From an optimization exercise on the open Yosys and OpenROAD flow, aimed at small area and a short achievable clock period; shortcuts taken in it are not production practice. Only simulation tests tie the RTL to the original design; equivalence was not proved. Power figures rest on the tool's default switching activity, not on a simulated workload.

===== design/flow/constraint.sdc =====
create_clock -name core_clock -period 11.5 [get_ports {clock}]
set_input_delay 2.3000 -clock core_clock [delete_from_list [all_inputs] [get_ports {clock}]]
set_output_delay 2.3000 -clock core_clock [all_outputs]
set_load 0.01 [all_outputs]

===== design/flow/config.mk =====
export PLATFORM = sky130hd
export DESIGN_NAME = core_pipe
export DESIGN_NICKNAME = core_pipe
export VERILOG_FILES = /design/flow/design.v
export SDC_FILE = /design/flow/constraint.sdc
export NUM_CORES = 8
export LEC_CHECK = 0
export CAP_MARGIN = 20
export CORE_MARGIN = 2
export CORE_UTILIZATION = 35
export SLEW_MARGIN = 20
export TNS_END_PERCENT = 10

===== design/flow/standard.sh =====
#!/bin/bash
# synth_recipe.tcl (not shown) runs the flow's synth.tcl, then flattens the netlist and writes it again
# the make line also repeats each setting of config.mk as NAME=value (left out here)
make -C /OpenROAD-flow-scripts/flow DESIGN_CONFIG=/design/flow/config.mk WORK_HOME=/design/flow/orfs CLKGATE_MAP_FILE= SYNTH_SCRIPT=/design/flow/synth_recipe.tcl "${@:-finish}"

===== design/flow/design.v =====
`timescale 1ns/1ps
module core_pipe (
    input  logic                  clock,
    input  logic                  reset,
    input  logic [31:0]           inst,
    input  logic [64-1:0] pc,
    input  logic                  hold,
    output logic                  wb_write_enable,
    output logic [4:0]            wb_regnum,
    output logic [64-1:0] wb_data,
    output logic                  redirect,
    output logic [64-1:0] redirect_pc,
    output logic                  reserved_inst,
    output logic                  overflow
);
    localparam int XL = 64;
    typedef struct packed {
        logic       we;         
        logic       rsv;        
        logic       ovf_chk;    
        logic       sub;        
        logic       sel_sum;
        logic       sel_lui;
        logic       sel_and;
        logic       sel_or;
        logic       sel_xor;
        logic       sel_slt;
        logic       sel_sltu;
        logic       sel_lt;     
        logic       sel_oth;    
        logic       beq;
        logic       bne;
        logic       bc;
        logic       rdb;        
        logic [4:0] dest;
    } dec_t;
    logic            f_valid;
    dec_t            f_dec;
    logic [25:0]     f_off;           
    logic [XL-1:0]   f_pc;
    logic [XL-1:0]   oa0, oa1, ob0, ob1;
    logic [XL-1:0]   op_a, op_b;
    logic            fwd_as, fwd_a0, fwd_bs, fwd_b0;
    logic [XL-1:0]   d_sum;
    logic [XL-1:0]   d_oth;           
    logic            d_sel_sum;
    logic            d_sel_lt;
    logic            d_ovf_f;         
    logic [4:0]      d_rd;
    logic            d_we_nz;         
    logic            d_we_any;        
    logic            d_rsv, d_ovf, d_taken;
    logic [XL-1:0]   d_res;
    logic            d_wr;            
    logic [XL-1:0]   w_res;
    logic [4:0]      w_rd;
    logic            w_we, w_rsv, w_ovf;
    logic [31:1][XL-1:0] rf;
    logic [31:1]     rf_valid;
    logic [XL-1:0]   lres;            
    logic [XL-1:0]   a, b;            
    logic            go;              
    logic            wr_nz;           
    always_comb begin
        d_res    = d_sel_sum ? d_sum : d_oth;
        d_res[0] = (d_sel_sum || d_sel_lt) ? d_sum[0] : d_oth[0];
    end
    assign d_wr  = d_we_nz && !d_ovf;
    dec_t          i_dec;
    logic [5:0]    i_op, i_fn;
    logic          i_sp;
    logic [XL-1:0] i_immval;
    logic [31:1]   sel_a, sel_b;
    logic          byp_a, byp_b;
    logic [XL-1:0] rf_a0, rf_a1, rf_b0, rf_b1;
    always_comb begin
        i_op = inst[31:26];
        i_fn = inst[5:0];
        i_sp = (i_op == 6'h00);
        i_dec.sel_sum  = (i_sp && (i_fn == 6'h2c || i_fn == 6'h2d || i_fn == 6'h2e || i_fn == 6'h2f)) ||
                         i_op == 6'h19;
        i_dec.sel_lui  = (i_op == 6'h0f);
        i_dec.sel_and  = (i_sp && i_fn == 6'h24) || i_op == 6'h0c;
        i_dec.sel_or   = (i_sp && i_fn == 6'h25) || i_op == 6'h0d;
        i_dec.sel_xor  = (i_sp && i_fn == 6'h26) || i_op == 6'h0e;
        i_dec.sel_slt  = (i_sp && i_fn == 6'h2a) || i_op == 6'h0a;
        i_dec.sel_sltu = (i_sp && i_fn == 6'h2b);
        i_dec.sel_lt   = i_dec.sel_slt || i_dec.sel_sltu;
        i_dec.sel_oth  = i_dec.sel_and || i_dec.sel_or || i_dec.sel_xor || i_dec.sel_lui;
        i_dec.beq      = (i_op == 6'h04);
        i_dec.bne      = (i_op == 6'h05);
        i_dec.bc       = (i_op == 6'h32);
        i_dec.we       = i_dec.sel_sum || i_dec.sel_lui || i_dec.sel_and || i_dec.sel_or || i_dec.sel_xor ||
                         i_dec.sel_slt || i_dec.sel_sltu;
        i_dec.rsv      = !(i_dec.we || i_dec.beq || i_dec.bne || i_dec.bc) && (inst != 32'h0);
        i_dec.ovf_chk  = i_sp && (i_fn == 6'h2c || i_fn == 6'h2e);
        i_dec.sub      = (i_sp && (i_fn == 6'h2e || i_fn == 6'h2f || i_fn == 6'h2a || i_fn == 6'h2b)) ||
                         i_op == 6'h0a || i_op == 6'h04 || i_op == 6'h05;
        i_dec.rdb      = i_sp || i_op == 6'h04 || i_op == 6'h05;
        i_dec.dest     = i_sp ? inst[15:11] : inst[20:16];
    end
    assign i_immval = (inst[31:26] == 6'h0f) ? {{(XL-32){inst[15]}}, inst[15:0], 16'h0000}
                    : (inst[31:26] == 6'h19 || inst[31:26] == 6'h0a) ? {{(XL-16){inst[15]}}, inst[15:0]}
                    : {{(XL-16){1'b0}}, inst[15:0]};
    assign byp_a = d_wr && (d_rd == inst[25:21]);
    assign byp_b = d_wr && (d_rd == inst[20:16]);
    always_comb begin
        for (int i = 1; i < 32; i++) begin
            sel_a[i] = (inst[25:21] == 5'(i)) && rf_valid[i];
            sel_b[i] = (inst[20:16] == 5'(i)) && rf_valid[i];
        end
    end
    always_comb begin
        rf_a0 = '0;
        rf_b0 = '0;
        rf_a1 = '0;
        rf_b1 = '0;
        for (int i = 1; i < 16; i++) begin
            rf_a0 = rf_a0 | (rf[i] & {XL{sel_a[i]}});
            rf_b0 = rf_b0 | (rf[i] & {XL{sel_b[i]}});
        end
        for (int i = 16; i < 32; i++) begin
            rf_a1 = rf_a1 | (rf[i] & {XL{sel_a[i]}});
            rf_b1 = rf_b1 | (rf[i] & {XL{sel_b[i]}});
        end
    end
    logic          fo_a, fo_b;
    assign fo_a = go && wr_nz && (f_dec.sel_oth || f_dec.sel_lt) && (f_dec.dest == inst[25:21]);
    assign fo_b = go && wr_nz && (f_dec.sel_oth || f_dec.sel_lt) && (f_dec.dest == inst[20:16]);
    logic          ra, rb;
    logic [XL-1:0] early_a, early_b;
    assign ra = !hold && !fo_a && !byp_a;
    assign rb = !hold && !fo_b && !byp_b && i_dec.rdb;
    assign early_a = ({XL{hold}} & a)
                   | ({XL{!hold && fo_a}} & lres)
                   | ({XL{!hold && !fo_a && byp_a}} & d_res);
    assign early_b = ({XL{hold}} & (b ^ {XL{f_dec.sub}}))
                   | ({XL{!hold && i_dec.rdb && fo_b}} & lres)
                   | ({XL{!hold && i_dec.rdb && !fo_b && byp_b}} & d_res)
                   | ({XL{!hold && !i_dec.rdb}} & i_immval);
    logic [XL-1:0] sum;
    logic          cout;
    logic          ovf_raw, eq, slt_s;
    logic [XL-1:0] br_off;
    logic          sa_s, sa_0, sb_s, sb_0;
    assign op_a = oa0 | oa1;
    assign op_b = (ob0 | ob1) ^ {XL{f_dec.sub}};
    assign sa_s = fwd_as && !d_ovf_f;
    assign sa_0 = fwd_a0 && !d_ovf_f;
    assign sb_s = fwd_bs && !d_ovf_f;
    assign sb_0 = fwd_b0 && !d_ovf_f;
    always_comb begin
        a    = sa_s ? d_sum : op_a;
        a[0] = sa_0 ? d_sum[0] : op_a[0];
        b    = sb_s ? (d_sum ^ {XL{f_dec.sub}}) : op_b;
        b[0] = sb_0 ? (d_sum[0] ^ f_dec.sub) : op_b[0];
    end
    logic [XL-1:0] g0, p0, x0;
    logic [XL+1:0] sum_x;
    assign g0 = a & b;
    assign p0 = a | b;
    assign x0 = a ^ b;
    assign sum_x = {1'b0, a, 1'b1} + {1'b0, b, f_dec.sub};
    assign sum  = sum_x[XL:1];
    assign cout = sum_x[XL+1];
    assign ovf_raw = (a[XL-1] == b[XL-1]) && (sum[XL-1] != a[XL-1]);
    assign slt_s   = (a[XL-1] == b[XL-1]) ? a[XL-1] : sum[XL-1];
    assign eq      = &x0;             
    assign br_off = f_dec.bc ? {{(XL-28){f_off[25]}}, f_off[25:0], 2'b00}
                             : {{(XL-18){f_off[15]}}, f_off[15:0], 2'b00};
    assign lres = ({XL{f_dec.sel_and}} & g0)
               | ({XL{f_dec.sel_or}}  & p0)
               | ({XL{f_dec.sel_xor}} & x0)
               | ({XL{f_dec.sel_lui}} & b);
    assign go    = f_valid && !hold && !redirect;
    assign wr_nz = f_dec.we && (f_dec.dest != 5'd0);
    always_ff @(posedge clock, posedge reset) begin
        if (reset) begin
            f_valid <= 1'b0;
        end else if (redirect) begin
            f_valid <= 1'b0;
        end else if (!hold) begin
            f_valid <= 1'b1;
        end
    end
    always_ff @(posedge clock) begin
        if (!hold) begin
            f_dec <= i_dec;
            f_off <= inst[25:0];
            f_pc  <= pc;
        end
        oa0    <= early_a | ({XL{ra}} & rf_a0);    
        oa1    <= {XL{ra}} & rf_a1;
        ob0    <= early_b | ({XL{rb}} & rf_b0);
        ob1    <= {XL{rb}} & rf_b1;
        fwd_as <= go && wr_nz && f_dec.sel_sum && (f_dec.dest == inst[25:21]);
        fwd_a0 <= go && wr_nz && (f_dec.sel_sum || f_dec.sel_lt) && (f_dec.dest == inst[25:21]);
        fwd_bs <= go && wr_nz && f_dec.sel_sum && (f_dec.dest == inst[20:16]) && i_dec.rdb;
        fwd_b0 <= go && wr_nz && (f_dec.sel_sum || f_dec.sel_lt) && (f_dec.dest == inst[20:16]) && i_dec.rdb;
    end
    always_ff @(posedge clock, posedge reset) begin
        if (reset) begin
            d_we_any <= 1'b0;
            d_we_nz  <= 1'b0;
            d_rsv    <= 1'b0;
            d_ovf    <= 1'b0;
            d_taken  <= 1'b0;
        end else begin
            d_we_any <= go && f_dec.we;
            d_we_nz  <= go && wr_nz;
            d_rsv    <= go && f_dec.rsv;
            d_ovf    <= go && f_dec.ovf_chk && ovf_raw;
            d_taken  <= go && (f_dec.bc || (f_dec.beq && eq) || (f_dec.bne && !eq));
        end
    end
    always_ff @(posedge clock) begin
        d_sum     <= sum;                
        d_oth     <= lres | ({XL{f_dec.beq || f_dec.bne || f_dec.bc}} & (f_pc + br_off));
        d_sel_sum <= f_dec.sel_sum;
        d_sum[0]  <= f_dec.sel_slt ? slt_s : f_dec.sel_sltu ? !cout : sum[0];
        d_sel_lt  <= f_dec.sel_lt;
        d_ovf_f   <= go && f_dec.ovf_chk && ovf_raw;
        d_rd      <= f_dec.dest;
    end
    always_ff @(posedge clock, posedge reset) begin
        if (reset) begin
            w_we  <= 1'b0;
            w_rsv <= 1'b0;
            w_ovf <= 1'b0;
        end else begin
            w_we  <= d_we_any && !d_ovf;
            w_rsv <= d_rsv;
            w_ovf <= d_ovf;
        end
    end
    always_ff @(posedge clock) begin
        w_res <= d_res;
        w_rd  <= d_rd;
    end
    always_ff @(posedge clock, posedge reset) begin
        if (reset) begin
            rf_valid <= '0;
        end else begin
            for (int i = 1; i < 32; i++) begin
                if (d_wr && d_rd == 5'(i)) rf_valid[i] <= 1'b1;
            end
        end
    end
    always_ff @(posedge clock) begin
        for (int i = 1; i < 32; i++) begin
            if (d_wr && d_rd == 5'(i)) rf[i] <= d_res;
        end
    end
    assign wb_write_enable = w_we;
    assign wb_regnum       = w_rd;
    assign wb_data         = w_res;
    assign reserved_inst   = w_rsv;
    assign overflow        = w_ovf;
    assign redirect        = d_taken;
    assign redirect_pc     = d_oth;
endmodule

===== design/flow/flow/run.sh =====
#!/bin/bash
# The standard layout (standard.sh) with the standard synthesis, and these changes:
# - the clock tree uses clkbuf_8 and no dummy loads;
# - the port buffers are buf_2 (the repair resizes them where timing needs it).
# Each step's output goes to a log here; ORFS's own logs stay under orfs/logs.
set -euo pipefail
bash standard.sh synth > synth.log 2>&1
bash standard.sh SETUP_SLACK_MARGIN=7.5 \
  "CTS_ARGS=-sink_clustering_enable -repair_clock_nets -dont_use_dummy_load -buf_list sky130_fd_sc_hd__clkbuf_8" \
  "BUFFER_PORTS_ARGS=-buffer_cell sky130_fd_sc_hd__buf_2" \
  finish > layout.log 2>&1

==> run notes, run 1 <==
XOR/XNOR Fraction of Synth Area=0.0152; compound-gate portion of the synthesized area=0.210; Sw Share=0.305; Worst EP required=~13 ns; critical path's slowest cell=and3_4; Mapped Area=113000 µm²; DRT iter0 DRCs=approximately 22000; path depth of the worst reg2reg path=6; max incr delay on CP=0.82 ns; Hold Vio Cnt, Final=0; ANT nets after route=0; initial core utilization=0.351; Synth area leaders=edfxtp_1 56%, dfxtp_1 8.3%, a22oi_1 6.4%; Cells after Synth=8569; peak supply drop=0.0901 mV; Yosys cell types=between 90 and 100; fin crit share=0.407; clock network fraction of total power=0.305; asr flop ratio synth=0.0154; final worst setup slack=just under 7 ns; reg2reg end=rf[1588]; LEAKAGE=around 42 nW; Die Height=roughly 570 µm; CP endpoint kind=flip-flop; Placed Cells=12600; cell taking the most area after synthesis=edfxtp_1; Ports=roughly 240; hold depth=0; CTS root buffer=clkbuf_8; CTS tree=built; Synth Area in Adders=0.0214; clk buf depth=4; met1 Use GR=0.393; RR Startpoint=d_ovf; Synth top cells by count=2095 x edfxtp_1, 960 x a22oi_1, 532 x a221oi_1; Placer Congestion=about 0.99; Comb pwr share=0.165; CP Max Fanout=23; Routed WL=approximately 560000 µm; clk_skew=around 0.2 ns; initial antenna violation count=94; max_cap viols=0; GR peak layer=met2; syn_nets=around 8900; Int Power=roughly 15 mW; number of I/O port buffers=approximately 240; Worst-Margin Slew=approximately 1.3 ns; Min-Delay Path Class=reg2reg; largest net degree at the start of global routing=86; first-pass GRT wire length=roughly 720000 µm; cts hold-fix bufs=0; core area=between 300000 and 400000 µm²; # clock sinks=between 2000 and 3000; Routed WL per cell=between 40 and 50 µm; drt pass-1 iters=13; average size of a mapped cell=between 10 and 15 µm²; die width=roughly 570 µm; WP buf/inv=2; pre-CTS WS=~4.6 ns; Fmax=roughly 210 MHz; Pwr Density=roughly 170 nW/µm²; dpl hpwl=just under 300000 µm; TNS Setup=0 ns; vias per cell=between 7 and 8; EDFF count, synth=between 2000 and 2500; GRT met3 Usage=0.160; Final setup violation count=0; fin crit period=4.68 ns; simple-gate share of the synthesized area=0.0682; largest family of logic cells by synthesized area=compound AO/OA/AOI/OAI gates; register area share after synthesis=0.651; CP arrival=between 5 and 6 ns; crit-path cells=buf_2 > nor2b_4 > and3_4 > buf_4 > a22oi_1 > and3_1 > a31oi_1 > a21oi_1 > o211ai_1; top-count cell post-synth=edfxtp_1; Sw Pwr=6.72 mW; vias in the first global route=slightly below 90000; post-synthesis register bit count=2600; worst reg2reg setup slack=roughly 7 ns; WS Path Type=in2reg; global-route usage over all layers=0.316; Global Route met2 Usage=0.437; YS warnings=1; multiplexer share of the synthesized area=0.00746; fill cell count=about 30000; Synth top area share=0.559; htree depth=5; Via Count=~96000; Worst-path clk slew=roughly 0.06 ns; total grt overflow=0; area grow syn2layout=14.5%; Top delay family on crit path=simple AND/OR/NAND/NOR gates; Slew Viols, Final=0; RSZ-0062 raised after global routing=yes; layout cells sized above 1=0.169; num rows=roughly 210; Hold Path Sink=w_rsv; Worst slew margin=0.110; CTS buffer count=424; Final #Nets=a little over 9000; status=no timing/DRC/antenna violations; DRC Markers=0; HP Start=d_rsv; startpoint types=input port; worst skew pair latency=1.21 ns; Flop pwr share=0.530; Primary FF master, synth=edfxtp_1; Finished Layout Cells=between 10000 and 15000; die area=between 300000 and 400000 µm²
[layout make-up]
cell class | instances | area, µm² | share of cell area
diodes | 99 | 248 | 0.00192
clock buffers | 424 | 5840 | 0.0453
inverters | 157 | 597 | 0.00463
multi-input cells | 5204 | 38500 | 0.299
flip-flops and latches | 2600 | 73200 | 0.568
well taps | 4305 | 5390 | 0.0418
repair buffers | 597 | 5040 | 0.0392
[sequential cells by signal, indices dropped and copies added (netlist names), 5 cells and up]
name	count
rf	1984
d_oth	64
d_sum	64
f_pc	64
oa0	64
oa1	64
ob0	64
ob1	64
w_res	64
rf_valid	31
f_off	26
f_dec	21
d_rd	5
w_rd	5
[worst max path at each step]
stage               startpoint        end  slack [ns]  cells past startpoint
finish                inst[17]    ob0[54]        6.82                      9
global route           d_ovf_f    d_ovf_f        6.95                     21
CTS                   inst[19]     ob0[7]        7.12                     10
detailed placement    inst[20]    ob1[34]        4.61                      8
global placement      inst[20]     ob1[6]        4.64                      8
floorplan              d_ovf_f  d_sum[60]        7.32                     18
[cell families (layout without fill, tap and decap cells)]
logic type / Yosys count / in the layout
other: 0 / 99
AND/OR/NAND/NOR: 1561 / 1614
flip-flops: 2600 / 2600
adder cells (fa/ha/maj): 191 / 191
XOR/XNOR: 195 / 195
multiplexers: 75 / 75
buffers and inverters: 819 / 1178
AO/OA/AOI/OAI: 3128 / 3129
[per-stage QoR]
| step | hold slack, ns | power, mW | util | area [µm²] |
|---|---|---|---|---|
| 5_1_grt | 0.368 | 22.5 | 0.401 | 129000 |
| 3_3_place_gp | 0.343 | 14.9 | 0.370 | 119000 |
| 3_5_place_dp | 0.336 | 15.0 | 0.370 | 119000 |
| 2_1_floorplan | 0.329 | 13.2 | - | 113000 |
| 4_1_cts | 0.357 | 21.7 | 0.396 | 127000 |
| 6_report | 0.366 | 22.1 | 0.402 | 129000 |
[placed cells by master (no fill, tap or decap), types with 41 or more instances in the layout]
master | netlist | layout
nand2_1 | 295 | 287
xnor2_1 | 137 | 123
a221oi_1 | 532 | 525
nand4_1 | 130 | 130
nor2_1 | 476 | 430
buf_2 | 21 | 234
nand3_1 | 179 | 175
and3_4 | 1 | 65
a22oi_1 | 960 | 960
dfxtp_1 | 465 | 459
and3_1 | 208 | 144
inv_1 | 156 | 154
nor2_4 | 0 | 41
diode_2 | 0 | 99
a21o_1 | 95 | 94
a31oi_1 | 153 | 152
buf_4 | 1 | 256
o211ai_1 | 54 | 54
edfxtp_1 | 2095 | 2095
ha_1 | 189 | 151
and3_2 | 0 | 47
a222oi_1 | 134 | 134
a22o_1 | 417 | 417
o21ai_0 | 409 | 376
clkbuf_8 | 0 | 428
or3_1 | 73 | 68
mux2_2 | 70 | 70
xor2_1 | 58 | 54
a21oi_1 | 192 | 176
[timing repair]
action / CTS / global route
cloned: 32 / 35
setup buffers: 114 / 73
gates resized for setup: 296 / 174
pin swaps: 102 / 56
hold endpoints to repair: 0 / 0
setup endpoints to repair: 513 / 820
[metal layers]
| layer | part of all wire | routed length [µm] | vias up |
|---|---|---|---|
| met2 | 0.39 | 217000 | 10800 |
| met1 | 0.34 | 190000 | 46600 |
| li1 | - | - | 35700 |
| met5 | 0.0013 | 713 | - |
| met4 | 0.081 | 45100 | 38 |
| met3 | 0.19 | 105000 | 2639 |
[power by group through the flow]
stage          clock, mW  combinational [mW]  sequential (mW)
2_1_floorplan          0                1.68             11.6
3_3_place_gp           0                3.13             11.8
3_5_place_dp           0                3.19             11.8
4_1_cts             6.71                3.38             11.6
5_1_grt             7.07                3.76             11.7
6_report            6.73                3.65             11.7
==> inputs of run 2 (changes only) <==
--- a/design/flow/design.v
+++ b/design/flow/design.v
@@ -41,6 +41,7 @@
     logic [XL-1:0]   oa0, oa1, ob0, ob1;
     logic [XL-1:0]   op_a, op_b;
     logic            fwd_as, fwd_a0, fwd_bs, fwd_b0;
+    logic            fwd_bsp, fwd_bsn, fwd_b0p, fwd_b0n;
     logic [XL-1:0]   d_sum;
     logic [XL-1:0]   d_oth;           
     logic            d_sel_sum;
@@ -65,7 +66,7 @@
         d_res    = d_sel_sum ? d_sum : d_oth;
         d_res[0] = (d_sel_sum || d_sel_lt) ? d_sum[0] : d_oth[0];
     end
-    assign d_wr  = d_we_nz && !d_ovf;
+    assign d_wr  = d_we_nz && !d_ovf_f;
     dec_t          i_dec;
     logic [5:0]    i_op, i_fn;
     logic          i_sp;
@@ -134,26 +135,30 @@
     assign early_a = ({XL{hold}} & a)
                    | ({XL{!hold && fo_a}} & lres)
                    | ({XL{!hold && !fo_a && byp_a}} & d_res);
-    assign early_b = ({XL{hold}} & (b ^ {XL{f_dec.sub}}))
-                   | ({XL{!hold && i_dec.rdb && fo_b}} & lres)
-                   | ({XL{!hold && i_dec.rdb && !fo_b && byp_b}} & d_res)
-                   | ({XL{!hold && !i_dec.rdb}} & i_immval);
+    assign early_b = ({XL{hold}} & b)
+                   | ({XL{!hold && i_dec.rdb && fo_b}} & (lres ^ {XL{i_dec.sub}}))
+                   | ({XL{!hold && i_dec.rdb && !fo_b && byp_b}} & (d_res ^ {XL{i_dec.sub}}))
+                   | ({XL{!hold && !i_dec.rdb}} & (i_immval ^ {XL{i_dec.sub}}));
     logic [XL-1:0] sum;
     logic          cout;
     logic          ovf_raw, eq, slt_s;
     logic [XL-1:0] br_off;
-    logic          sa_s, sa_0, sb_s, sb_0;
+    logic          sa_s, sa_0, sb_o, sb_0o, sb_p, sb_n, sb_0p, sb_0n;
     assign op_a = oa0 | oa1;
-    assign op_b = (ob0 | ob1) ^ {XL{f_dec.sub}};
+    assign op_b = ob0 | ob1;
     assign sa_s = fwd_as && !d_ovf_f;
     assign sa_0 = fwd_a0 && !d_ovf_f;
-    assign sb_s = fwd_bs && !d_ovf_f;
-    assign sb_0 = fwd_b0 && !d_ovf_f;
+    assign sb_o  = !(fwd_bs && !d_ovf_f);
+    assign sb_0o = !(fwd_b0 && !d_ovf_f);
+    assign sb_p  = fwd_bsp && !d_ovf_f;
+    assign sb_n  = fwd_bsn && !d_ovf_f;
+    assign sb_0p = fwd_b0p && !d_ovf_f;
+    assign sb_0n = fwd_b0n && !d_ovf_f;
     always_comb begin
         a    = sa_s ? d_sum : op_a;
         a[0] = sa_0 ? d_sum[0] : op_a[0];
-        b    = sb_s ? (d_sum ^ {XL{f_dec.sub}}) : op_b;
-        b[0] = sb_0 ? (d_sum[0] ^ f_dec.sub) : op_b[0];
+        b    = ({XL{sb_p}} & d_sum) | ({XL{sb_n}} & ~d_sum) | ({XL{sb_o}} & op_b);
+        b[0] = (sb_0p & d_sum[0]) | (sb_0n & !d_sum[0]) | (sb_0o & op_b[0]);
     end
     logic [XL-1:0] g0, p0, x0;
     logic [XL+1:0] sum_x;
@@ -191,12 +196,18 @@
         end
         oa0    <= early_a | ({XL{ra}} & rf_a0);    
         oa1    <= {XL{ra}} & rf_a1;
-        ob0    <= early_b | ({XL{rb}} & rf_b0);
-        ob1    <= {XL{rb}} & rf_b1;
+        ob0    <= early_b | ({XL{rb && !inst[20]}} & (rf_b0 ^ {XL{i_dec.sub}}));
+        ob1    <= {XL{rb && inst[20]}} & (rf_b1 ^ {XL{i_dec.sub}});
         fwd_as <= go && wr_nz && f_dec.sel_sum && (f_dec.dest == inst[25:21]);
         fwd_a0 <= go && wr_nz && (f_dec.sel_sum || f_dec.sel_lt) && (f_dec.dest == inst[25:21]);
         fwd_bs <= go && wr_nz && f_dec.sel_sum && (f_dec.dest == inst[20:16]) && i_dec.rdb;
         fwd_b0 <= go && wr_nz && (f_dec.sel_sum || f_dec.sel_lt) && (f_dec.dest == inst[20:16]) && i_dec.rdb;
+        fwd_bsp <= go && wr_nz && f_dec.sel_sum && (f_dec.dest == inst[20:16]) && i_dec.rdb && !i_dec.sub;
+        fwd_bsn <= go && wr_nz && f_dec.sel_sum && (f_dec.dest == inst[20:16]) && i_dec.rdb && i_dec.sub;
+        fwd_b0p <= go && wr_nz && (f_dec.sel_sum || f_dec.sel_lt) && (f_dec.dest == inst[20:16]) && i_dec.rdb
+                   && !i_dec.sub;
+        fwd_b0n <= go && wr_nz && (f_dec.sel_sum || f_dec.sel_lt) && (f_dec.dest == inst[20:16]) && i_dec.rdb
+                   && i_dec.sub;
     end
     always_ff @(posedge clock, posedge reset) begin
         if (reset) begin
==> design/flow/flow/run.sh (replaced) <==
#!/bin/bash
# The standard layout (standard.sh) with the standard synthesis, and these changes:
# - the clock tree uses clkbuf_8, sink clusters of up to 12 within 60 um, and no dummy loads;
# - the port buffers are buf_4 (the repair resizes them where timing needs it).
# Each step's output goes to a log here; ORFS's own logs stay under orfs/logs.
set -euo pipefail
bash standard.sh synth > synth.log 2>&1
bash standard.sh SETUP_SLACK_MARGIN=7.3 \
  "CTS_ARGS=-sink_clustering_enable -repair_clock_nets -dont_use_dummy_load -buf_list sky130_fd_sc_hd__clkbuf_8 -sink_clustering_size 12 -sink_clustering_max_diameter 60" \
  "BUFFER_PORTS_ARGS=-buffer_cell sky130_fd_sc_hd__buf_4" \
  finish > layout.log 2>&1
--- a/design/flow/config.mk
+++ b/design/flow/config.mk
@@ -9,4 +9,4 @@
 export CORE_MARGIN = 2
 export CORE_UTILIZATION = 35
 export SLEW_MARGIN = 20
-export TNS_END_PERCENT = 10
+export TNS_END_PERCENT = 100
==> run 2 against run 1 <==
  * Cell count grew 0.82%
  * Non-clock buffer count increased by 35
  * Count of clock-buffer cells in the layout shrank 146
  * Clock power is 19% lower
  * Critical path depth is 1 higher
  * Sequential cell count increased by 4
  * Critical endpoint is now ob0[10]
  * Largest cell class unchanged
  * Largest power group unchanged
==> run notes, run 2 <==
status=no timing/DRC/antenna violations; Mapped Area=between 100000 and 150000 µm²; clk buf depth=4; total grt overflow=0; Routed WL per cell=around 45 µm; Via Count=roughly 100k; CTS tree=built; most frequent cells in the layout=2095 x edfxtp_1, 628 x a221oi_1, 610 x a22oi_1; Slew Viols, Final=0; largest net degree at the start of global routing=around 110; num rows=between 200 and 250; Synth area leaders=edfxtp_1 55%, dfxtp_1 8.2%, a221oi_1 5.0%; cell taking the most area after synthesis=edfxtp_1; FF+latch area=between 70000 and 80000 µm²; Die Height=between 500 and 600 µm; fill cell count=approximately 30000; global-route usage over all layers=0.345; WS Path Type=in2reg; post-synthesis register bit count=~2600; Pwr Density=between 150 and 200 nW/µm²; asr flop ratio synth=0.0154; RSZ-0062 raised after global routing=yes; number of I/O port buffers=between 200 and 250; max_cap viols=0; Worst-path clk slew=approximately 0.08 ns; drt pass-1 iters=17; Worst-Margin Slew=~1.3 ns; htree depth=5; vias in the first global route=between 80000 and 90000; Final Core Density=0.399; area of the multi-input gates=40300 µm²; Placer Congestion=roughly 1.0; startpoint types=input port; worst skew pair latency=~1.2 ns; Flop pwr share=0.561; Primary FF master, synth=edfxtp_1; CP endpoint kind=flip-flop; Worst slew margin=0.107; LEAKAGE=approximately 42 nW; Fmax=around 220 MHz; fin crit share=0.392; initial core utilization=0.352; Sw Pwr=approximately 6.7 mW; die width=around 580 µm; layout cells sized above 1=0.158; Min-Delay Path Class=reg2reg; YS warnings=1; syn_nets=just over 9000; CP Max Fanout=34; CP arrival=~5.5 ns; most common cell after layout, fill and taps aside=edfxtp_1; Worst EP required=between 10 and 15 ns; area grow syn2layout=13.3%; register area share after synthesis=0.641; average size of a mapped cell=approximately 13 µm²; Final setup violation count=0; Synth top cells by count=2095 x edfxtp_1, 657 x a221oi_1, 611 x a22oi_1; Final #Nets=around 9400; DRT iter0 DRCs=roughly 24000; Ports=roughly 240; die area=331000 µm²; vias per cell=roughly 7.4; EDFF count, synth=between 2000 and 2500; top-count cell post-synth=edfxtp_1; Yosys cell types=96; cts hold-fix bufs=0; TNS Setup=0 ns; Routed WL=between 600000 and 700000 µm; clock network fraction of total power=0.260; first-pass GRT wire length=approximately 790000 µm; # clock sinks=~2600; Cells after Synth=between 8000 and 9000; Largest Register=rf; Int Power=between 10 and 15 mW; Synth top area share=0.550; CTS root buffer=clkbuf_8; max reg flops=1984; initial antenna violation count=~110; core area=325000 µm²; Hold Vio Cnt, Final=0; Comb pwr share=0.179; Sw Share=0.320; DRC Markers=0; dpl hpwl=approximately 320000 µm; ANT nets after route=0; CTS buffer count=278; fin crit period=around 4.5 ns; clk_skew=0.160 ns; peak supply drop=slightly below 0.09 mV
run 2: cell count changes after synthesis, sizes merged, moves of 51 or more:
cell	before	now
a221oi	532	658
a222oi	134	223
a22o	417	536
a22oi	960	611
a31oi	153	88
and3	209	149
buf	172	241
nand2	295	467
nand4	131	211
o221ai	2	53
or3	73	7
run 2: worst max-delay path: stages:
cell and delay (ns):
buf_4 0.22, nor3b_4 0.39, and3_4 0.42, buf_6 0.53, a22oi_1 0.17, nand4_1 0.15, a211o_1 0.32, nor2_1 0.07
a2111oi_0 0.56, o21ai_0 0.27
run 2: layout make-up:
type | instances | area share
clock buffer | 278 | 0.0295
multi-input combinational | 5358 | 0.311
sequential | 2604 | 0.566
tap | 4325 | 0.0417
antenna | 107 | 0.00206
inverter | 190 | 0.00569
timing repair inverter | 2 | 0.000135
timing repair buffer | 632 | 0.0442
run 2: worst paths after layout:
kind                          start           to  slack [ns]  depth (start not counted)
min                           d_rsv        w_rsv        0.36                          0
max reg2reg                 d_ovf_f        d_ovf        7.08                         17
max                        inst[19]      ob0[10]        6.99                         10
min in group asynchronous     reset     d_we_any        1.36                          2
max in group asynchronous     reset  rf_valid[7]        9.49                          2
min reg2reg                   d_rsv        w_rsv        0.36                          0
run 2: kinds of logic (layout without fill, tap and decap cells):
| group | count (synthesis) | count (layout) | share of synthesized area |
|---|---|---|---|
| AOI/OAI and AO/OA | 3174 | 3176 | 0.215 |
| DFF | 2604 | 2604 | 0.641 |
| and+or+nand+nor | 1654 | 1698 | 0.0688 |
| buffers and inverters | 904 | 1102 | 0.0306 |
| xor gates and xnor gates | 222 | 222 | 0.0170 |
| adders and majority gates | 191 | 191 | 0.0210 |
| muxes | 71 | 71 | 0.00682 |
| other | 0 | 107 | 0 |
run 2: power by group through the flow:
stage | combinational (mW) | clock, mW | sequential (mW)
6_report | 3.75 | 5.42 | 11.7
3_3_place_gp | 3.20 | 0 | 11.8
3_5_place_dp | 3.26 | 0 | 11.8
4_1_cts | 3.37 | 5.38 | 11.6
2_1_floorplan | 1.56 | 0 | 11.5
5_1_grt | 3.82 | 5.71 | 11.7
run 2: repair_timing:
item	CTS	global route
setup buffers	79	105
cloned	46	12
gates resized for setup	232	261
setup endpoints to repair	342	287
pin swaps	62	118
run 2: metrics by stage:
step                      power (mW)  setup slack [ns]  hold WS (ns)  std cells  instance area, µm²
final                           20.9              6.99         0.358      13500              130000
after detailed placement        15.0              5.47         0.341      12900              121000
after global routing            21.2              7.13         0.361      13400              129000
after global placement          15.0              5.17         0.333      12900              121000
after floorplan                 13.0              7.13         0.329       8820              115000
after CTS                       20.4              7.25         0.360      13300              127000
run 2: routing by layer:
layer | vias to the layer above | GRT usage | wire (µm)
met5 | - | 0.00818 | 775
met4 | 50 | 0.263 | 64000
met3 | 3108 | 0.172 | 112000
met2 | 11900 | 0.462 | 228000
met1 | 48700 | 0.419 | 199000
li1 | 36500 | - | -
==> inputs of run 3 (changes only) <==
--- a/design/flow/design.v
+++ b/design/flow/design.v
@@ -37,7 +37,8 @@
     logic            f_valid;
     dec_t            f_dec;
     logic [25:0]     f_off;           
-    logic [XL-1:0]   f_pc;
+    logic [XL-1:0]   f_pc;            
+    logic [26:0]     f_tlo;           
     logic [XL-1:0]   oa0, oa1, ob0, ob1;
     logic [XL-1:0]   op_a, op_b;
     logic            fwd_as, fwd_a0, fwd_bs, fwd_b0;
@@ -53,6 +54,7 @@
     logic            d_rsv, d_ovf, d_taken;
     logic [XL-1:0]   d_res;
     logic            d_wr;            
+    logic [31:1]     d_row;           
     logic [XL-1:0]   w_res;
     logic [4:0]      w_rd;
     logic            w_we, w_rsv, w_ovf;
@@ -142,7 +144,7 @@
     logic [XL-1:0] sum;
     logic          cout;
     logic          ovf_raw, eq, slt_s;
-    logic [XL-1:0] br_off;
+    logic [XL-1:0] br_off;            
     logic          sa_s, sa_0, sb_o, sb_0o, sb_p, sb_n, sb_0p, sb_0n;
     assign op_a = oa0 | oa1;
     assign op_b = ob0 | ob1;
@@ -171,8 +173,36 @@
     assign ovf_raw = (a[XL-1] == b[XL-1]) && (sum[XL-1] != a[XL-1]);
     assign slt_s   = (a[XL-1] == b[XL-1]) ? a[XL-1] : sum[XL-1];
     assign eq      = &x0;             
-    assign br_off = f_dec.bc ? {{(XL-28){f_off[25]}}, f_off[25:0], 2'b00}
-                             : {{(XL-18){f_off[15]}}, f_off[15:0], 2'b00};
+    logic          tg_sgn, tg_inc, tg_dec;
+    logic [XL-1:28] tg_hi, pc_ones, pc_zeros;
+    assign tg_sgn = f_dec.bc ? f_off[25] : f_off[15];
+    assign tg_inc = f_tlo[26] && !tg_sgn;
+    assign tg_dec = !f_tlo[26] && tg_sgn;
+    logic [XL-1:28] po [7];
+    logic [XL-1:28] pz [7];
+    always_comb begin
+        po[0][28] = 1'b1;
+        pz[0][28] = 1'b1;
+        for (int i = 29; i < XL; i++) begin
+            po[0][i] = f_pc[i-1];
+            pz[0][i] = !f_pc[i-1];
+        end
+        for (int l = 1; l < 7; l++) begin
+            for (int i = 28; i < XL; i++) begin
+                if (i - 28 >= (1 << (l - 1))) begin
+                    po[l][i] = po[l-1][i] && po[l-1][i - (1 << (l - 1))];
+                    pz[l][i] = pz[l-1][i] && pz[l-1][i - (1 << (l - 1))];
+                end else begin
+                    po[l][i] = po[l-1][i];
+                    pz[l][i] = pz[l-1][i];
+                end
+            end
+        end
+        pc_ones  = po[6];
+        pc_zeros = pz[6];
+        tg_hi = f_pc[XL-1:28] ^ (({(XL-28){tg_inc}} & pc_ones) | ({(XL-28){tg_dec}} & pc_zeros));
+    end
+    assign br_off = {tg_hi, f_tlo[25:0], f_pc[1:0]};    
     assign lres = ({XL{f_dec.sel_and}} & g0)
                | ({XL{f_dec.sel_or}}  & p0)
                | ({XL{f_dec.sel_xor}} & x0)
@@ -193,6 +223,8 @@
             f_dec <= i_dec;
             f_off <= inst[25:0];
             f_pc  <= pc;
+            f_tlo <= {1'b0, pc[27:2]}
+                   + {1'b0, (inst[31:26] == 6'h32) ? inst[25:0] : {{10{inst[15]}}, inst[15:0]}};
         end
         oa0    <= early_a | ({XL{ra}} & rf_a0);    
         oa1    <= {XL{ra}} & rf_a1;
@@ -226,12 +258,13 @@
     end
     always_ff @(posedge clock) begin
         d_sum     <= sum;                
-        d_oth     <= lres | ({XL{f_dec.beq || f_dec.bne || f_dec.bc}} & (f_pc + br_off));
+        d_oth     <= lres | ({XL{f_dec.beq || f_dec.bne || f_dec.bc}} & br_off);
         d_sel_sum <= f_dec.sel_sum;
         d_sum[0]  <= f_dec.sel_slt ? slt_s : f_dec.sel_sltu ? !cout : sum[0];
         d_sel_lt  <= f_dec.sel_lt;
         d_ovf_f   <= go && f_dec.ovf_chk && ovf_raw;
         d_rd      <= f_dec.dest;
+        for (int i = 1; i < 32; i++) d_row[i] <= (f_dec.dest == 5'(i));
     end
     always_ff @(posedge clock, posedge reset) begin
         if (reset) begin
@@ -253,13 +286,13 @@
             rf_valid <= '0;
         end else begin
             for (int i = 1; i < 32; i++) begin
-                if (d_wr && d_rd == 5'(i)) rf_valid[i] <= 1'b1;
+                if (d_wr && d_row[i]) rf_valid[i] <= 1'b1;
             end
         end
     end
     always_ff @(posedge clock) begin
         for (int i = 1; i < 32; i++) begin
-            if (d_wr && d_rd == 5'(i)) rf[i] <= d_res;
+            if (d_wr && d_row[i]) rf[i] <= d_res;
         end
     end
     assign wb_write_enable = w_we;
--- a/design/flow/flow/run.sh
+++ b/design/flow/flow/run.sh
@@ -5,7 +5,7 @@
 # Each step's output goes to a log here; ORFS's own logs stay under orfs/logs.
 set -euo pipefail
 bash standard.sh synth > synth.log 2>&1
-bash standard.sh SETUP_SLACK_MARGIN=7.3 \
+bash standard.sh SETUP_SLACK_MARGIN=7.45 \
   "CTS_ARGS=-sink_clustering_enable -repair_clock_nets -dont_use_dummy_load -buf_list sky130_fd_sc_hd__clkbuf_8 -sink_clustering_size 12 -sink_clustering_max_diameter 60" \
   "BUFFER_PORTS_ARGS=-buffer_cell sky130_fd_sc_hd__buf_4" \
   finish > layout.log 2>&1
--- a/design/flow/config.mk
+++ b/design/flow/config.mk
@@ -7,6 +7,6 @@
 export LEC_CHECK = 0
 export CAP_MARGIN = 20
 export CORE_MARGIN = 2
-export CORE_UTILIZATION = 35
+export CORE_UTILIZATION = 45
 export SLEW_MARGIN = 20
 export TNS_END_PERCENT = 100
==> run 3 against run 2 <==
  * Critical path depth fell by 2
  * Combinational power fell by 26%
  * Sequential power barely moved
==> run notes, run 3 <==
Worst EP required=between 10 and 15 ns; first-pass GRT wire length=between 700000 and 800000 µm; die area=around 260000 µm²; final worst setup slack=between 6 and 7 ns; largest family of logic cells by synthesized area=compound AO/OA/AOI/OAI gates; XOR/XNOR Fraction of Synth Area=0.0168; multiplexer share of the synthesized area=0.00675; worst skew pair latency=roughly 1.1 ns; global-route usage over all layers=0.407; Mapped Area=about 110000 µm²; WP buf/inv=2; Routed WL=approximately 550000 µm; dpl hpwl=around 300000 µm; clk buf depth=4; Cells after Synth=between 8000 and 9000; Primary FF master, synth=edfxtp_1; WS Path Type=in2reg; initial antenna violation count=70; Via Count=95400; Worst-Margin Slew=1.24 ns; fin crit share=0.410; Placer Congestion=1.01; # clock sinks=2612; clk_skew=0.101 ns; htree depth=5; Die Height=506 µm; fin crit period=4.72 ns; Fmax=between 200 and 250 MHz; drt pass-1 iters=17; die width=approximately 510 µm; compound-gate portion of the synthesized area=0.214; cts hold-fix bufs=0; cell taking the most area after synthesis=edfxtp_1; CP Max Fanout=37; largest net degree at the start of global routing=65; Top delay family on crit path=simple AND/OR/NAND/NOR gates; initial core utilization=0.451; vias in the first global route=~88000; num rows=184; Min-Delay Path Class=reg2reg; EDFF count, synth=around 2100; Synth area leaders=edfxtp_1 55%, dfxtp_1 8.8%, a22oi_1 5.5%; RSZ-0062 raised after global routing=yes; CTS tree=built; Final #Nets=~9200; Final setup violation count=0; Ports=around 240; Pwr Density=approximately 150 nW/µm²; asr flop ratio synth=0.0153; CP Depth=8; YS warnings=3; most frequent cells in the layout=2072 x edfxtp_1, 824 x a22oi_1, 514 x a22o_1; Hold Vio Cnt, Final=0; Largest Register=rf; CP arrival=roughly 5.7 ns; max_cap viols=0; post-synthesis register bit count=around 2600; DRT iter0 DRCs=22100; core area=between 200000 and 300000 µm²; Synth Area in Adders=0.0176; register area share after synthesis=0.646; LEAKAGE=~41 nW; max incr delay on CP=roughly 0.84 ns; vias per cell=7.74; path depth of the worst reg2reg path=8; area grow syn2layout=12.3%; top-count cell post-synth=edfxtp_1; layout cells sized above 1=0.163; Placed Cells=11800; status=no timing/DRC/antenna violations; peak supply drop=roughly 0.14 mV; hold depth=0; Slew Viols, Final=0; TNS Setup=0 ns; startpoint types=input port; Synth top area share=0.549; Worst slew margin=0.173; Worst-path clk slew=0.07 ns; pre-CTS WS=5.09 ns; max reg flops=between 1500 and 2000; CTS buffer count=between 200 and 300; Synth top cells by count=2072 x edfxtp_1, 826 x a22oi_1, 596 x a221oi_1; CTS root buffer=clkbuf_8; syn_nets=approximately 9000; Most Frequent Cell on Critical Path=buf_4; ANT nets after route=0; CP endpoint kind=flip-flop; average size of a mapped cell=13.0 µm²; DRC Markers=0; total grt overflow=0; simple-gate share of the synthesized area=0.0670; Routed WL per cell=between 40 and 50 µm; Yosys cell types=75; most common cell after layout, fill and taps aside=edfxtp_1; number of I/O port buffers=about 240; Final Power=a little under 20 mW; critical path's slowest cell=and3_4; crit-path cells=buf_4 > nor2b_1 > and2_1 > and3_4 > buf_4 > a22o_1 > a221oi_1 > a31oi_1; Finished Layout Cells=12300
[run 3: cell types whose count changed after synthesis, sizes merged, moves of 33 or more]
cell,change
a22oi,+215
and2,+33
ha,-33
clkbuf,+55
a222oi,-77
nor2,-107
mux2i,+49
inv,+45
a221oi,-62
and3,+55
nand3,-60
buf,-62
nand2,-88
mux2,-45
[run 3: cells by family after synthesis]
family,count (synthesis)
compound gates,3199
flops,2612
simple gates,1514
buf+inv,942
xor+xnor,217
fa+ha+maj,158
mux,75
[run 3: report_power, final]
part	total, mW	internal (mW)	switching, mW
Sequential	11.4	10.9	0.439
Clock	5.43	2.20	3.23
Combinational	2.78	0.782	2.00
[run 3: layer usage]
metal | share of wire | global-route usage | vias to the layer above
li1 | - | - | 35800
met5 | 0.00054 | 0.000926 | -
met3 | 0.18 | 0.186 | 2618
met2 | 0.41 | 0.579 | 10400
met4 | 0.082 | 0.252 | 32
met1 | 0.33 | 0.502 | 46500
[run 3: worst reg2reg max path, stage by stage (launching register included)]
cell      delay (ns)
edfxtp_1        0.68
or3_1           0.66
o211a_4         0.35
o21ai_0         0.20
or2_4           0.53
and3_4          0.64
buf_6           0.44
o21ai_0         0.36
o211ai_1        0.17
[run 3: area by class of cell]
class                   instances  area (µm²)
fillers                     21300      124000
multi-input cells            5192       39000
repair buffers                602        5770
repair inverters                1        8.76
diodes                         42         105
flip-flops and latches       2612       73400
well taps                    3348        4190
inverters                     235         915
clock buffers                 283        3890
[run 3: final timing paths]
check                           slack (ns)      from           end
worst max-delay path                  6.78  inst[23]       oa1[50]
worst min-delay path                  0.36     d_rsv         w_rsv
worst max register to register        7.36  f_dec[3]       oa0[53]
worst min register to register        0.36     d_rsv         w_rsv
max in group asynchronous             9.54     reset  rf_valid[22]
min in group asynchronous             1.35     reset       f_valid
[run 3: repair_timing]
item,in CTS,in global routing
gates cloned,29,16
pin swaps,49,63
buffers inserted,82,80
gates resized for setup,308,198
endpoints found under the setup margin,368,251
[run 3: stage by stage]
stage | hold slack, ns | utilization | cell area [µm²]
floorplan | 0.331 | - | 116000
global placement | 0.337 | 0.476 | 119000
detailed placement | 0.350 | 0.476 | 119000
CTS | 0.359 | 0.500 | 125000
global route | 0.368 | 0.507 | 127000
finish | 0.358 | 0.507 | 127000
==> inputs of run 4 (changes only) <==
--- a/design/flow/design.v
+++ b/design/flow/design.v
@@ -42,7 +42,7 @@
     logic [XL-1:0]   oa0, oa1, ob0, ob1;
     logic [XL-1:0]   op_a, op_b;
     logic            fwd_as, fwd_a0, fwd_bs, fwd_b0;
-    logic            fwd_bsp, fwd_bsn, fwd_b0p, fwd_b0n;
+    logic            f_sub_fwd;
     logic [XL-1:0]   d_sum;
     logic [XL-1:0]   d_oth;           
     logic            d_sel_sum;
@@ -145,22 +145,20 @@
     logic          cout;
     logic          ovf_raw, eq, slt_s;
     logic [XL-1:0] br_off;            
-    logic          sa_s, sa_0, sb_o, sb_0o, sb_p, sb_n, sb_0p, sb_0n;
+    logic          sa_s, sa_0, sb_s, sb_0;
+    logic [XL-1:0] d_sum_b;           
     assign op_a = oa0 | oa1;
     assign op_b = ob0 | ob1;
     assign sa_s = fwd_as && !d_ovf_f;
     assign sa_0 = fwd_a0 && !d_ovf_f;
-    assign sb_o  = !(fwd_bs && !d_ovf_f);
-    assign sb_0o = !(fwd_b0 && !d_ovf_f);
-    assign sb_p  = fwd_bsp && !d_ovf_f;
-    assign sb_n  = fwd_bsn && !d_ovf_f;
-    assign sb_0p = fwd_b0p && !d_ovf_f;
-    assign sb_0n = fwd_b0n && !d_ovf_f;
+    assign sb_s = fwd_bs && !d_ovf_f;
+    assign sb_0 = fwd_b0 && !d_ovf_f;
+    assign d_sum_b = d_sum ^ {XL{f_sub_fwd}};
     always_comb begin
         a    = sa_s ? d_sum : op_a;
         a[0] = sa_0 ? d_sum[0] : op_a[0];
-        b    = ({XL{sb_p}} & d_sum) | ({XL{sb_n}} & ~d_sum) | ({XL{sb_o}} & op_b);
-        b[0] = (sb_0p & d_sum[0]) | (sb_0n & !d_sum[0]) | (sb_0o & op_b[0]);
+        b    = sb_s ? d_sum_b : op_b;
+        b[0] = sb_0 ? d_sum_b[0] : op_b[0];
     end
     logic [XL-1:0] g0, p0, x0;
     logic [XL+1:0] sum_x;
@@ -234,12 +232,7 @@
         fwd_a0 <= go && wr_nz && (f_dec.sel_sum || f_dec.sel_lt) && (f_dec.dest == inst[25:21]);
         fwd_bs <= go && wr_nz && f_dec.sel_sum && (f_dec.dest == inst[20:16]) && i_dec.rdb;
         fwd_b0 <= go && wr_nz && (f_dec.sel_sum || f_dec.sel_lt) && (f_dec.dest == inst[20:16]) && i_dec.rdb;
-        fwd_bsp <= go && wr_nz && f_dec.sel_sum && (f_dec.dest == inst[20:16]) && i_dec.rdb && !i_dec.sub;
-        fwd_bsn <= go && wr_nz && f_dec.sel_sum && (f_dec.dest == inst[20:16]) && i_dec.rdb && i_dec.sub;
-        fwd_b0p <= go && wr_nz && (f_dec.sel_sum || f_dec.sel_lt) && (f_dec.dest == inst[20:16]) && i_dec.rdb
-                   && !i_dec.sub;
-        fwd_b0n <= go && wr_nz && (f_dec.sel_sum || f_dec.sel_lt) && (f_dec.dest == inst[20:16]) && i_dec.rdb
-                   && i_dec.sub;
+        f_sub_fwd <= i_dec.sub;
     end
     always_ff @(posedge clock, posedge reset) begin
         if (reset) begin
==> run 4 against run 3 <==
  * Still clean on timing, DRC and antenna
  * Sequential share of layout area shrank 1.2 points
  * Non-clock buffer count up 94
  * Critical path type unchanged
  * Sequential cell count down 3
==> run notes, run 4 <==
status=no timing/DRC/antenna violations; Most Frequent Cell on Critical Path=nor2_1; fin crit share=0.372; Metal-1 WL=~190000 µm; layout cells sized above 1=0.196; Synth area leaders=edfxtp_1 55%, dfxtp_1 8.8%, a22oi_1 5.2%; largest net degree at the start of global routing=65; core area=approximately 250000 µm²; CP Max Fanout=46; CTS buffer count=around 280; Top delay family on crit path=simple AND/OR/NAND/NOR gates; WS Path Type=in2reg; Synth top area share=0.549; LEAKAGE=42.2 nW; Mapped Area=about 110000 µm²; initial antenna violation count=just over 60; # clock sinks=approximately 2600; ANT nets after route=0; initial core utilization=0.452; vias in the first global route=roughly 88000; Final setup violation count=0; number of I/O port buffers=~240; RSZ-0062 raised after global routing=yes; dpl hpwl=roughly 300000 µm; Final #Nets=9260; reg2reg end=rf[1721]; drt pass-1 iters=12; CTS root buffer=clkbuf_8; Primary FF master, synth=edfxtp_1; met2 routed WL=231000 µm; CTS tree=built; end of the critical path=oa1[52]; clk buf depth=4; final worst setup slack=7.22 ns; RR Startpoint=d_sel_sum; Pwr Density=roughly 150 nW/µm²; die area=256000 µm²; clk_skew=around 0.13 ns; Design Area, Final=roughly 130000 µm²; pre-CTS WS=4.90 ns; max_cap viols=0; Flop pwr share=0.576; top-count cell post-synth=edfxtp_1; Largest Register=rf; startpoint types=input port; critical path's slowest cell=and3_4; num rows=roughly 180; Synth top cells by count=2072 x edfxtp_1, 778 x a22oi_1, 625 x a221oi_1; Cells after Synth=between 8000 and 9000; DRT iter0 DRCs=22000; CP startpoint=inst[24]; Yosys cell types=slightly above 80; EDFF count, synth=~2100; first-pass GRT wire length=744000 µm; global-route usage over all layers=0.422; Routed WL=571000 µm; Fmax=between 200 and 250 MHz; Sw Share=0.293; CP Depth=9; Comb pwr share=0.150; Worst slew margin=0.106; CP endpoint kind=flip-flop; asr flop ratio synth=0.0153; most frequent cells in the layout=2072 x edfxtp_1, 767 x a22oi_1, 514 x a22o_1, 514 x buf_4, 478 x a221oi_1; area of placed instances=roughly 120000 µm²; Min-Delay Path Class=reg2reg; Finished Layout Cells=12400; Worst-Margin Slew=~1.3 ns; register area share after synthesis=0.646; TNS Setup=0 ns; worst reg2reg setup slack=around 7.3 ns; max reg flops=a little under 2000; most common cell after layout, fill and taps aside=edfxtp_1; area grow syn2layout=14.5%; Highest Signal Layer=met5; Hold Vio Cnt, Final=0; crit-path cells=buf_4 > nor2b_4 > and2_2 > and3_4 > buf_12 > a22oi_1 > nand4_1 > nor2_1 > nor2_1; Routed WL per cell=between 40 and 50 µm; Via Count=just under 100k; Placer Congestion=between 1 and 1.5; YS warnings=3; cell taking the most area after synthesis=edfxtp_1; path depth of the worst reg2reg path=3; max incr delay on CP=0.58 ns; Worst-path clk slew=0.08 ns; htree depth=5; CP arrival=5.31 ns; peak supply drop=approximately 0.14 mV; Final Core Density=0.517; average size of a mapped cell=13.1 µm²; vias per cell=slightly below 8; Ports=roughly 240; Int Power=roughly 14 mW; worst skew pair latency=1.15 ns; DRC Markers=0; DR WL met3=slightly above 100000 µm; total grt overflow=0; syn_nets=8934; cts hold-fix bufs=0; Die Height=just over 500 µm; die width=approximately 510 µm; WP buf/inv=2; clock network fraction of total power=0.274; Worst EP required=around 13 ns; Placed Cells=between 10000 and 15000; post-synthesis register bit count=2609; Sw Pwr=about 5.8 mW; Slew Viols, Final=0; fin crit period=between 4 and 5 ns
==> run 4: metal layers <==
| layer | global-route usage | vias up |
|---|---|---|
| met5 | 0.000926 | - |
| met3 | 0.188 | 2719 |
| met1 | 0.521 | 47200 |
| met4 | 0.283 | 18 |
| met2 | 0.593 | 10700 |
| li1 | - | 35800 |
==> run 4: logic make-up (layout without fill, tap and decap cells) <==
| family | count (synthesis) | count (layout) | synth area share |
|---|---|---|---|
| other | 0 | 45 | 0 |
| adder cells (fa/ha/maj) | 158 | 158 | 0.0176 |
| buffers and inverters | 882 | 1159 | 0.0292 |
| multiplexers | 82 | 82 | 0.00782 |
| AO/OA/AOI/OAI | 3022 | 3022 | 0.205 |
| flip-flops | 2609 | 2609 | 0.646 |
| XOR/XNOR | 309 | 309 | 0.0239 |
| AND/OR/NAND/NOR | 1615 | 1662 | 0.0707 |
==> run 4: timing repair <==
action | 4_1_cts | 5_1_grt
endpoints found under the setup margin | 365 | 198
cloned | 59 | 13
gates resized for setup | 427 | 286
pin swaps | 85 | 80
buffers inserted | 130 | 128
==> run 4: area by class of cell <==
| class | instances | area [µm²] |
|---|---|---|
| repair inverters | 2 | 17.5 |
| fillers | 21200 | 121000 |
| inverters | 180 | 707 |
| multi-input cells | 5233 | 40500 |
| clock buffers | 281 | 3870 |
| repair buffers | 696 | 7000 |
| diodes | 45 | 113 |
| well taps | 3348 | 4190 |
| flip-flops and latches | 2609 | 73300 |
==> run 4: through the flow <==
stage               power [mW]  hold WS [ns]
finish                    19.8         0.359
global route              20.1         0.376
CTS                       19.3         0.359
detailed placement        14.0         0.340
global placement          13.9         0.335
floorplan                 12.6         0.331
==> run 4: power by group through the flow <==
stage	registers, mW	logic [mW]	clock network [mW]
6_report	11.4	2.96	5.42
5_1_grt	11.4	3.02	5.71
4_1_cts	11.3	2.63	5.38
3_5_place_dp	11.5	2.49	0
3_3_place_gp	11.5	2.44	0
2_1_floorplan	11.3	1.32	0
==> run 4: worst register-to-register path, stage by stage, from the launching register on <==
cell      delay, ns
dfxtp_4        0.67
buf_4          0.80
mux2i_1        0.88
clkinv_1       1.13
==> run 4: worst min path at each step <==
stage / cells after the start / startpoint / slack [ns] / endpoint
floorplan: 0 / d_rsv / 0.33 / w_rsv
global placement: 0 / d_rsv / 0.34 / w_rsv
detailed placement: 0 / d_rsv / 0.34 / w_rsv
CTS: 0 / d_rsv / 0.36 / w_rsv
global route: 0 / d_rsv / 0.38 / w_rsv
finish: 0 / d_rsv / 0.36 / w_rsv
==> inputs of run 5 (changes only) <==
--- a/design/flow/config.mk
+++ b/design/flow/config.mk
@@ -7,6 +7,6 @@
 export LEC_CHECK = 0
 export CAP_MARGIN = 20
 export CORE_MARGIN = 2
-export CORE_UTILIZATION = 45
+export CORE_UTILIZATION = 40
 export SLEW_MARGIN = 20
 export TNS_END_PERCENT = 100
==> run 5 against run 4 <==
  * First-iteration DRC count increased by 1.3%
  * Wire length increased by 2.2%
  * Final area decreased by 0.23%
  * Critical path depth unchanged
  * Sequential share of layout area increased by 0.083 points
  * Worst setup slack improved by 0.0058 ns
  * Clock power decreased by 2%
  * Sequential cell count unchanged
  * Sequential power about the same
  * Global-route usage decreased by 3.9 points
  * Critical endpoint is now oa0[9]
  * Still clean on timing, DRC and antenna
==> run notes, run 5 <==
Ports=roughly 240; critical path's slowest cell=and3_2; DRC Markers=0; vias in the first global route=88600; asr flop ratio synth=0.0153; largest net degree at the start of global routing=83; pre-CTS WS=5.22 ns; Synth top cells by count=2072 x edfxtp_1, 778 x a22oi_1, 625 x a221oi_1; Worst EP required=roughly 12 ns; Routed WL per cell=about 46 µm; num rows=slightly below 200; YS warnings=3; Slew Viols, Final=0; Via Count=97600; layout cells sized above 1=0.186; initial core utilization=0.402; CP arrival=5.21 ns; WS Path Type=in2reg; max reg flops=just under 2000; Fmax=234 MHz; EDFF count, synth=a little over 2000; startpoint types=input port; Die Height=between 500 and 600 µm; Largest Register=rf; Design Area, Final=roughly 130000 µm²; Primary FF master, synth=edfxtp_1; area of placed instances=around 120000 µm²; post-synthesis register bit count=~2600; register area share after synthesis=0.646; Pwr Density=152 nW/µm²; max_cap viols=0; Final Core Density=0.459; die area=approximately 290000 µm²; CP endpoint kind=flip-flop; first-pass GRT wire length=around 760000 µm; Synth area leaders=edfxtp_1 55%, dfxtp_1 8.8%, a22oi_1 5.2%; global-route usage over all layers=0.382; CP Depth=9; crit-path cells=buf_4 > nor2b_4 > nor2b_4 > buf_4 > and3_2 > a222oi_1 > nand3_1 > nor2_1 > o21ai_0; total grt overflow=0; Hold Vio Cnt, Final=0; Yosys cell types=82; clk buf depth=4; number of I/O port buffers=roughly 240; clk_skew=between 0.1 and 0.15 ns; syn_nets=8934; WP buf/inv=2; Worst slew margin=0.124; Cells after Synth=approximately 8700; fin crit share=0.372; Hold Slack=approximately 0.39 ns; most frequent cells in the layout=2072 x edfxtp_1, 767 x a22oi_1, 514 x a22o_1; TNS Setup=0 ns; fin crit period=roughly 4.3 ns; die width=~540 µm; top-count cell post-synth=edfxtp_1; Top delay family on crit path=simple AND/OR/NAND/NOR gates; path depth of the worst reg2reg path=20; Worst-path clk slew=approximately 0.09 ns; CTS root buffer=clkbuf_8; final worst setup slack=7.23 ns; fill cell count=roughly 25000; CP Max Fanout=19; Placer Congestion=a little under 1; Min-Delay Path Class=reg2reg; drt pass-1 iters=12; CTS buffer count=268; max incr delay on CP=a little under 1 ns; peak supply drop=0.0966 mV; Final #Nets=9222; Synth top area share=0.549; Worst-Margin Slew=between 1 and 1.5 ns; htree depth=5; most common cell after layout, fill and taps aside=edfxtp_1; dpl hpwl=301000 µm; cts hold-fix bufs=0; worst skew pair latency=roughly 1.0 ns; RSZ-0062 raised after global routing=yes; area grow syn2layout=14.2%; Mapped Area=approximately 110000 µm²; cell taking the most area after synthesis=edfxtp_1; average size of a mapped cell=roughly 13 µm²; Routed WL=583000 µm; core area=roughly 280000 µm²; Final setup violation count=0; CTS tree=built; hold depth=0; vias per cell=7.64; LEAKAGE=around 42 nW; # clock sinks=about 2600; initial antenna violation count=slightly above 90; ANT nets after route=0; DRT iter0 DRCs=~22000; status=no timing/DRC/antenna violations
==> run 5: cell counts after synthesis <==
Identical to the previous run, type by type.
==> run 5: timing repair <==
| action | CTS | global route |
|---|---|---|
| cloned | 63 | 16 |
| hold endpoints to repair | 0 | 0 |
| gates resized for setup | 404 | 215 |
| setup buffers | 165 | 70 |
| pin swaps | 118 | 67 |
| endpoints found under the setup margin | 349 | 208 |
==> run 5: cell families after synthesis <==
group	Yosys count	share of synthesized area
multiplexers	82	0.00782
buffers and inverters	882	0.0292
adder cells (fa/ha/maj)	158	0.0176
AO/OA/AOI/OAI	3022	0.205
AND/OR/NAND/NOR	1615	0.0707
flip-flops	2609	0.646
XOR/XNOR	309	0.0239
==> run 5: cell type report <==
type                       instances  area [µm²]  area share
sequential                      2609       73200       0.566
multi-input combinational       5243       40400       0.312
timing repair buffer             662        6530      0.0504
tap                             3743        4680      0.0362
clock buffer                     268        3690      0.0285
inverter                         180         708     0.00547
antenna                           74         185     0.00143
timing repair inverter             1        11.3   0.0000870
==> run 5: routing by layer <==
layer  vias to the layer above  track usage  wire length [µm]
met5                         -      0.00750               365
met4                        50        0.285             58800
met3                      3292        0.183            106000
met2                     11100        0.532            231000
met1                     47400        0.455            187000
li1                      35800            -                 -
==> run 5: power by group <==
group | total, mW | internal (mW) | switching [mW]
combinational | 2.91 | 0.844 | 2.07
clock | 5.31 | 2.09 | 3.23
sequential | 11.4 | 10.9 | 0.506
==> run 5: stage by stage <==
step,std cells,power [mW]
final,12800,19.6
after global routing,12700,19.9
after CTS,12600,19.3
after detailed placement,12100,13.9
after global placement,12100,13.9
after floorplan,8677,12.6
==> run 5: final timing paths <==
kind | from | slack [ns] | endpoint
max | inst[21] | 7.23 | oa0[9]
min | d_rsv | 0.39 | w_rsv
max reg2reg | fwd_bs | 7.30 | d_ovf_f
min reg2reg | d_rsv | 0.39 | w_rsv
max in group asynchronous | reset | 9.58 | rf_valid[13]
min in group asynchronous | reset | 1.42 | w_ovf
==> inputs of run 6 (changes only) <==
--- a/design/flow/config.mk
+++ b/design/flow/config.mk
@@ -7,6 +7,6 @@
 export LEC_CHECK = 0
 export CAP_MARGIN = 20
 export CORE_MARGIN = 2
-export CORE_UTILIZATION = 40
+export CORE_UTILIZATION = 50
 export SLEW_MARGIN = 20
 export TNS_END_PERCENT = 100
==> run 6 against run 5 <==
  * Critical path type unchanged
  * Largest cell class unchanged
  * Die area shrank 20%
  * Still clean on timing, DRC and antenna
  * Area after synthesis unchanged
  * Critical path depth is 1 higher
==> run notes, run 6 <==
status=no timing/DRC/antenna violations; CP Max Fanout=17; Synth top area share=0.549; core area=225000 µm²; ANT nets after route=0; post-synthesis register bit count=2609; Ports=236; LEAKAGE=41.7 nW; initial antenna violation count=between 60 and 70; TNS Setup=0 ns; Worst EP required=approximately 12 ns; fin crit period=between 4 and 5 ns; cell taking the most area after synthesis=edfxtp_1; YS warnings=3; max reg flops=1984; Hold Slack=approximately 0.36 ns; average size of a mapped cell=approximately 13 µm²; Worst slew margin=0.104; Worst-Margin Slew=1.34 ns; # clock sinks=approximately 2600; Largest Register=rf; die width=approximately 480 µm; die area=around 230000 µm²; total grt overflow=0; Final Power=approximately 20 mW; clk_skew=~0.11 ns; Min-Delay Path Class=reg2reg; max_cap viols=0; Routed WL per cell=approximately 48 µm; EDFF count, synth=about 2100; Finished Layout Cells=around 12000; Mapped Area=113000 µm²; vias in the first global route=between 80000 and 90000; Primary FF master, synth=edfxtp_1; DRT iter0 DRCs=21100; Yosys cell types=82; CTS root buffer=clkbuf_8; dpl hpwl=~300000 µm; CTS tree=built; Placer Congestion=~1; syn_nets=roughly 9000; CP arrival=5.07 ns; Via Count=~96000; Final #Nets=between 9000 and 10000; peak supply drop=0.0992 mV; Fmax=around 240 MHz; Routed WL=around 570000 µm; vias per cell=a little over 8; register area share after synthesis=0.646; layout cells sized above 1=0.185; CTS buffer count=about 280; first-pass GRT wire length=approximately 750000 µm; CP endpoint kind=flip-flop; initial core utilization=0.503; fin crit share=0.362; Worst-path clk slew=about 0.08 ns; startpoint types=input port; Cells after Synth=8677; drt pass-1 iters=14; Die Height=a little under 500 µm; Synth area leaders=edfxtp_1 55%, dfxtp_1 8.8%, a22oi_1 5.2%; Hold Vio Cnt, Final=0; num rows=around 170; most common cell after layout, fill and taps aside=edfxtp_1; htree depth=5; Slew Viols, Final=0; fill cell count=around 18000; Synth top cells by count=2072 x edfxtp_1, 778 x a22oi_1, 625 x a221oi_1; global-route usage over all layers=0.474; number of I/O port buffers=about 240; final worst setup slack=7.33 ns; Placed Cells=11400; DRC Markers=0; asr flop ratio synth=0.0153; Pwr Density=between 150 and 200 nW/µm²; largest net degree at the start of global routing=65; worst skew pair latency=1.10 ns; most frequent cells in the layout=2072 x edfxtp_1, 767 x a22oi_1, 514 x a22o_1; WS Path Type=in2reg; clk buf depth=4; pre-CTS WS=approximately 4.8 ns; Final setup violation count=0; RSZ-0062 raised after global routing=yes; cts hold-fix bufs=0; area grow syn2layout=13.1%; top-count cell post-synth=edfxtp_1
-- run 6: cell count changes in the layout (fill, tap and decap cells not counted), sizes merged, moves of 2 or more --
cell	delta
clkbuf	+10
buf	-34
clkinv	+6
diode	-25
and3	-11
inv	-4
bufbuf	+2
-- run 6: repair_timing --
action / in CTS / in global routing
gates resized for setup: 389 / 224
buffers inserted: 105 / 94
endpoints found under the setup margin: 373 / 220
pin swaps: 77 / 70
gates cloned: 57 / 12
hold endpoints to repair: 0 / 0
-- run 6: layer usage --
metal	GRT usage	routed length, µm	part of all wire
met1	0.572	186000	0.33
met2	0.664	229000	0.40
met3	0.222	101000	0.18
met4	0.340	55600	0.097
met5	0.00166	333	0.00058
-- run 6: cell families after synthesis --
kind of cell	after synthesis	share of synthesized area
AOI/OAI and AO/OA	3022	0.205
DFF	2609	0.646
and+or+nand+nor	1615	0.0707
buffers and inverters	882	0.0292
xor gates and xnor gates	309	0.0239
adders and majority gates	158	0.0176
muxes	82	0.00782
-- run 6: final timing paths --
| kind | start | end | slack (ns) | cells after the start |
|---|---|---|---|---|
| max in group asynchronous | reset | rf_valid[10] | 9.66 | 3 |
| worst max register to register | d_ovf_f | d_ovf_f | 7.37 | 18 |
| min in group asynchronous | reset | w_rsv | 1.36 | 3 |
| worst max-delay path | inst[20] | ob0[0] | 7.33 | 10 |
| worst min-delay path | d_rsv | w_rsv | 0.36 | 0 |
| worst min register to register | d_rsv | w_rsv | 0.36 | 0 |
-- run 6: through the flow --
stage,utilization,cell area [µm²]
after floorplan,-,116000
after global placement,0.529,119000
after detailed placement,0.529,119000
after CTS,0.560,126000
after global routing,0.569,128000
final,0.569,128000
-- run 6: worst max-delay path, cell delays in order --
cell	delay, ns
buf_8	0.16
nand2b_4	0.18
nor2_4	0.18
buf_4	0.34
and3_2	0.98
a222oi_1	0.23
nand4_1	0.25
o221ai_1	0.19
nand2_1	0.12
o221ai_1	0.11
-- run 6: area by class of cell --
class,count,area [µm²],area share
timing repair inverter,2,17.5,0.000137
multi-input combinational,5233,40100,0.313
timing repair buffer,629,6380,0.0497
antenna,49,123,0.000956
inverter,180,704,0.00549
sequential,2609,73300,0.571
tap,2992,3740,0.0292
clock buffer,279,3840,0.0300
-- run 6: power breakdown --
group / leakage [nW] / switching, mW / internal, mW
Sequential: 23.4 / 0.457 / 10.9
Combinational: 16.2 / 2.03 / 0.814
Clock: 2.01 / 3.21 / 2.17

afterwards: timing with drivers on the ports:
In the flow no input, the clock included, has a driving cell. The finished layouts below were timed again as built, in two steps. Step 1 assumes that a clkbuf_16 drives the clock port and a buf_2 every other input. Step 2 times the ports against the registers' clock, not the clock port: input delays grow and output delays shrink by t, the midpoint of the rising clock arrivals with the driver on. a / b / c = no drivers / after step 1 / after step 2; a / b = the first two.
| run | shift t [ns] | setup WS [ns] | worst data-port slew with drivers (ns) |
|---|---|---|---|
| run 1 | 1.222 | 6.816 / 6.883 / 5.679 | 0.09 |
| run 2 | 1.173 | 6.990 / 7.052 / 5.878 | 0.07 |
| run 3 | 1.178 | 6.784 / 6.856 / 5.679 | 0.08 |
| run 4 | 1.178 | 7.220 / 7.296 / 6.118 | 0.10 |
| run 5 | 1.067 | 7.226 / 7.286 / 6.219 | 0.14 |
| run 6 | 1.143 | 7.333 / 7.353 / 6.245 | 0.08 |
After both steps every run listed still meets setup and hold. The setup slack of run 1, which loses most, moves by +0.067 ns with the drivers and by -1.137 ns with both steps.
